This design comes from an exercise in tuning for small area, a short achievable clock period and few clock cycles per item on the open sky130 flow, not from production work. At most, simulation tests tie the RTL to the original design; equivalence was not proved. No activity file was given, so power comes from the tool's default toggle rates.

Design conv_engine_top, start of the top module:
module conv_engine_top (
    input  logic                            clk,
    input  logic                            rst_n,
    input  logic                            in_valid,
    input  logic [conv_pkg::DATA_WIDTH-1:0] in_data,
    input  logic                            in_is_weight,
    input  logic                            out_credit,
    output logic                            in_credit,
    output logic                            out_valid,
    output logic [conv_pkg::DATA_WIDTH-1:0] out_data
);
For scale: ~5900 cells after synthesis, about 23 I/O pins.
Settings: LEC_CHECK=0, CAP_MARGIN=20, CORE_MARGIN=2, CORE_UTILIZATION=60, CTS_CLUSTER_DIAMETER=70, CTS_CLUSTER_SIZE=30, PLACE_DENSITY=0.75, SETUP_SLACK_MARGIN=0.5, SLEW_MARGIN=20; clock period 13.0 ns.
standard.sh (not shown) runs the stock make flow with config.mk's settings and CLKGATE_MAP_FILE= SYNTH_SCRIPT=/design/flow/synth_recipe.tcl, a recipe that flattens the netlist after the stock synthesis.
==> flow/flow/run.sh <==
#!/bin/bash
# Standard layout, with the port buffers made of plain buf_4 cells instead
# of the flow's default pick, a slow delay buffer.
set -euo pipefail
export BUFFER_PORTS_ARGS="-buffer_cell sky130_fd_sc_hd__buf_4"
bash standard.sh > standard_flow.log 2>&1
The first run passed the timing, DRC and antenna checks.
Testbench counts at the start, summed over its fixed seeds: cycles 8,752, windows 320.
Edit:
--- a/flow/config.mk
+++ b/flow/config.mk
@@ -10,5 +10,4 @@
 export CORE_UTILIZATION = 60
-export CTS_CLUSTER_DIAMETER = 70
+export CTS_CLUSTER_DIAMETER = 100
 export CTS_CLUSTER_SIZE = 30
-export PLACE_DENSITY = 0.75
 export SETUP_SLACK_MARGIN = 0.5
The changed run completed with no timing, DRC or antenna violations.
Clock skew is lower by 15 ps.
Critical path depth does not change.
Combinational power stays flat.
Cell count is lower by 0.37%.
Worst setup slack improves by 39 ps.
Edit:
--- a/flow/config.mk
+++ b/flow/config.mk
@@ -9,4 +9,4 @@
 export CORE_MARGIN = 2
-export CORE_UTILIZATION = 60
-export CTS_CLUSTER_DIAMETER = 100
+export CORE_UTILIZATION = 40
+export CTS_CLUSTER_DIAMETER = 70
 export CTS_CLUSTER_SIZE = 30
After rerunning:
- global-route usage decreases by 6.1 points
- wire length went up by a few percent
- cell count rose by roughly a tenth
Edit:
--- a/flow/config.mk
+++ b/flow/config.mk
@@ -9,3 +9,3 @@
 export CORE_MARGIN = 2
-export CORE_UTILIZATION = 40
+export CORE_UTILIZATION = 60
 export CTS_CLUSTER_DIAMETER = 70
Cell count came out lower by 11%.
Die area came out lower by 33%.
Cell area came out lower by 1.4%.
Worst hold slack improved by 12 ps.
Routed wire length came out lower by 2.7%.
First-iteration DRC count came out higher by 15%.
Sequential share of layout area came out higher by 0.85 points.
Total power came out lower by 0.84%.

---

conv_engine_top again, from the RTL that the note above started with.
==> flow/config.mk <==
export PLATFORM = sky130hd
export DESIGN_NAME = conv_engine_top
export DESIGN_NICKNAME = conv_engine_top
export VERILOG_FILES = /design/flow/design.v
export SDC_FILE = /design/flow/constraint.sdc
export NUM_CORES = 4
export LEC_CHECK = 0
export CAP_MARGIN = 20
export CORE_MARGIN = 2
export CORE_UTILIZATION = 70
export CTS_CLUSTER_DIAMETER = 60
export CTS_CLUSTER_SIZE = 30
export SETUP_SLACK_MARGIN = 0.5
export SLEW_MARGIN = 20
==> flow/constraint.sdc <==
create_clock -name core_clock -period 13.0 [get_ports {clk}]
set_input_delay 2.6000 -clock core_clock [delete_from_list [all_inputs] [get_ports {clk}]]
set_output_delay 2.6000 -clock core_clock [all_outputs]
set_load 0.01 [all_outputs]
Scripts as last shown in full above: flow/flow/run.sh
The first run finished clean.
Testbench counts at the start, summed over its fixed seeds: cycles 8,752, windows 320.
==> next run, changes <==
CORE_UTILIZATION = 60   (was 70)
CTS_CLUSTER_DIAMETER = 120   (was 60)
CTS_CLUSTER_SIZE = 26   (was 30)
Utilization goes down by 12 points.
Design area came out lower by about 1.5%.
Critical path depth is unchanged.
Clock skew stays flat.
First-iteration DRC count came out lower by 1.5%.
Total power decreases by 7.2%.
Via count went down by 2.0%.
Register-to-register slack barely changes.
==> next run, changes <==
CTS_CLUSTER_DIAMETER = 100   (was 120)
CTS_CLUSTER_SIZE = 30   (was 26)
GPL_TIMING_DRIVEN = 0   (was unset)
After rerunning:
- The changed run completed without violations
- setup slack degrades by 0.054 ns
- first-iteration DRC count rose by 5.5%
- sequential share of layout area falls by 0.10 points
- design area barely changes
- wire length goes up by 6.8%
- total power drops by 0.42%
- die area stays the same
- fmax fell by about 1.4%
- critical path depth is higher by 10
- synthesized cell count does not change
==> next run, changes <==
CTS_CLUSTER_DIAMETER = 140   (was 100)
GPL_TIMING_DRIVEN = unset   (was 0)
What happened: The new run went through all stages and came out clean. Wire length fell by a few percent. Worst hold slack hardly moves. Critical path depth drops by 10. Setup slack is better by 0.071 ns.

---

Setup of old:
conv_engine_top again, from the RTL that the note above started with.
==> flow/config.mk <==
export PLATFORM = sky130hd
export DESIGN_NAME = conv_engine_top
export DESIGN_NICKNAME = conv_engine_top
export VERILOG_FILES = /design/flow/design.v
export SDC_FILE = /design/flow/constraint.sdc
export NUM_CORES = 4
export LEC_CHECK = 0
export CAP_MARGIN = 20
export CORE_MARGIN = 2
export CORE_UTILIZATION = 60
export CTS_CLUSTER_DIAMETER = 70
export CTS_CLUSTER_SIZE = 24
export SETUP_SLACK_MARGIN = 0.5
export SLEW_MARGIN = 20
==> flow/constraint.sdc <==
create_clock -name core_clock -period 13.0 [get_ports {clk}]
set_input_delay 2.6000 -clock core_clock [delete_from_list [all_inputs] [get_ports {clk}]]
set_output_delay 2.6000 -clock core_clock [all_outputs]
set_load 0.01 [all_outputs]
Scripts as last shown in full above: flow/flow/run.sh
old: flow completed, timing, DRC and antenna clean
Testbench counts of old, summed over its fixed seeds: cycles 8,752, windows 320.
[inputs] new vs old
- CAP_MARGIN now 5, was 20
- CTS_CLUSTER_DIAMETER now 100, was 70
- CTS_CLUSTER_SIZE now 30, was 24
- SLEW_MARGIN now 5, was 20
Notes after the runs:
- Looking only at routed wire length, and setting everything else aside, the higher value of old and new goes to old.
- Highest achievable clock rate delta (old -> new): insignificant
- Sort old and new by worst reg-to-reg path cell count desc -> top: old
- new gives less clock period minus final worst setup slack than old did.
- Post-route fraction of the period consumed by the critical path of old is on par with new.
- On hold slack, old loses to new.
- The final layout from new, which completed every stage, passed the timing, DRC and antenna checks at the end of the flow.
- Summed area of non-filler cells in the final layout (new vs. old) decreases by a few percent

---

## job 102
conv_engine_top, a different RTL version from the one above (not shown whole).
Size: about 6300 cells after synthesis, ~2700 flip-flops, about 23 I/O pins.
make LEC_CHECK=0 CAP_MARGIN=20 CORE_MARGIN=2 CORE_UTILIZATION=40 CTS_BUF_LIST='sky130_fd_sc_hd__clkbuf_8 sky130_fd_sc_hd__clkbuf_4' CTS_CLUSTER_SIZE=30 SETUP_SLACK_MARGIN=0.5 SLEW_MARGIN=20 finish   # period 13.0 ns
run.sh (not shown) runs the stock make flow with config.mk's settings and CLKGATE_MAP_FILE= SYNTH_SCRIPT=/design/flow/synth_recipe.tcl, a recipe that flattens the netlist after the stock synthesis.
Stock flow here: none of the scripts above is used.
Job 102: flow completed, timing, DRC and antenna clean
## Diff of input files: job 105 against job 102
# job 102
export LEC_CHECK = 0
export CAP_MARGIN = 20
export CORE_MARGIN = 2
export CORE_UTILIZATION = 40
export CTS_BUF_LIST = sky130_fd_sc_hd__clkbuf_8 sky130_fd_sc_hd__clkbuf_4
export CTS_CLUSTER_SIZE = 30
export SETUP_SLACK_MARGIN = 0.5
export SLEW_MARGIN = 20
create_clock -name core_clock -period 13.0 [get_ports {clk}]
# job 105
export LEC_CHECK = 0
export CAP_MARGIN = 20
export CORE_MARGIN = 2
export CORE_UTILIZATION = 40
export CTS_CLUSTER_DIAMETER = 80
export CTS_CLUSTER_SIZE = 35
export SETUP_SLACK_MARGIN = 0.5
export SLEW_MARGIN = 20
create_clock -name core_clock -period 13.0 [get_ports {clk}]
==> run summary <==
Reported for job 102 and job 105, synthesized cell count turned out identical to the last digit.
Area of all placed cells without fillers, job 105 vs job 102: down by a few percent
Delta (job 105 minus job 102): antenna diode count moved down, worst setup slack increased 0.24 ns.
Higher sum of met2 wire segment lengths after detailed routing among job 102 and job 105: job 102
Looking at leakage power across job 102 and job 105, the one that comes out higher is job 102.
As far as starting density of the core goes, job 105 and job 102 are indistinguishable; the numbers are identical.
The core of job 105 is less densely filled than that of job 102.
No functional check of the RTL was part of any run of this note.

---

Setup of ember:
Starting RTL as in the previous note.
==> flow/config.mk <==
export PLATFORM = sky130hd
export DESIGN_NAME = conv_engine_top
export DESIGN_NICKNAME = conv_engine_top
export VERILOG_FILES = /design/flow/design.v
export SDC_FILE = /design/flow/constraint.sdc
export NUM_CORES = 4
export LEC_CHECK = 0
export CAP_MARGIN = 20
export CORE_MARGIN = 2
export CORE_UTILIZATION = 40
export CTS_CLUSTER_DIAMETER = 60
export CTS_CLUSTER_SIZE = 28
export SETUP_SLACK_MARGIN = 0.5
export SLEW_MARGIN = 20
==> flow/constraint.sdc <==
create_clock -name core_clock -period 13.0 [get_ports {clk}]
set_input_delay 2.6000 -clock core_clock [delete_from_list [all_inputs] [get_ports {clk}]]
set_output_delay 2.6000 -clock core_clock [all_outputs]
set_load 0.01 [all_outputs]
Inputs modified between ember and raven:
Settings: CTS_CLUSTER_DIAMETER: 60 -> unset; CTS_CLUSTER_SIZE: 28 -> unset.
Findings:
Area growth from synthesis to layout was higher in raven than in ember.
Switching portion of total power ended up 2.7 points lower on raven than on ember.
Per the comparison of raven with ember, final wirelength +3700 um; clock power share rose 8.8 points; sequential portion of the cell area moved down.
Changes observed in raven relative to ember: via count rose 1047; global-route total usage across every layer picked up an extra 0.36 points; clock buffer count in the final layout shows an increase of 130%; final standard cell area without fillers now sits higher.
No run of this note included a check of the RTL's function; only the layout flow was run.

-- port drivers added, routing unchanged --
Ports are ideal in the flow. The routed layouts listed here were re-timed in OpenROAD. Step 1, drivers: a clkbuf_16 drives clk and a buf_2 each remaining input, both assumed. Step 2 times the ports against the registers' clock, not the clock port: input delays grow and output delays shrink by t, the midpoint of the rising clock arrivals with the driver on. a / b / c = no drivers / after step 1 / after step 2; a / b = the first two.
| run | t, ns | setup slack, ns | worst hold slack (ns) | worst setup path at the end |
|---|---|---|---|---|
| the first run of note 1 | 0.840 | 9.106 / 9.031 / 9.048 | 0.298 / 0.298 / 0.298 | input to register |
| the second run of note 1 | 0.820 | 9.145 / 9.068 / 9.019 | 0.314 / 0.314 / 0.314 | input to register |
| the third run of note 1 | 0.865 | 9.096 / 9.013 / 9.034 | 0.304 / 0.304 / 0.304 | input to register |
| the fourth run of note 1 | 0.835 | 9.142 / 9.067 / 9.021 | 0.316 / 0.316 / 0.316 | input to register |
| the first run of note 2 | 0.828 | 9.124 / 9.054 / 8.999 | 0.314 / 0.314 / 0.314 | input to register |
| the second run of note 2 | 0.816 | 9.131 / 9.055 / 9.029 | 0.287 / 0.287 / 0.287 | input to register |
| the third run of note 2 | 0.824 | 9.077 / 9.046 / 8.700 | 0.315 / 0.315 / 0.315 | input to register |
| the fourth run of note 2 | 0.811 | 9.148 / 9.072 / 9.028 | 0.315 / 0.315 / 0.315 | input to register |
| old | 0.852 | 9.138 / 9.068 / 8.996 | 0.303 / 0.303 / 0.303 | input to register |
| new | 0.819 | 9.146 / 9.069 / 9.026 | 0.312 / 0.312 / 0.312 | input to register |
| job 102 | 1.081 | 8.333 / 8.254 / 8.748 | 0.226 / 0.226 / 0.226 | input to register |
| job 105 | 0.849 | 8.571 / 8.488 / 8.726 | 0.291 / 0.291 / 0.291 | input to register |
| ember | 0.879 | 8.517 / 8.435 / 8.713 | 0.298 / 0.298 / 0.298 | input to register |
| raven | 0.958 | 8.437 / 8.354 / 8.717 | 0.250 / 0.250 / 0.250 | input to register |
After both steps every run listed still meets setup and hold. For the third run of note 2, which loses most, drivers alone change the setup slack by -0.031 ns; drivers and shift together by -0.377 ns.
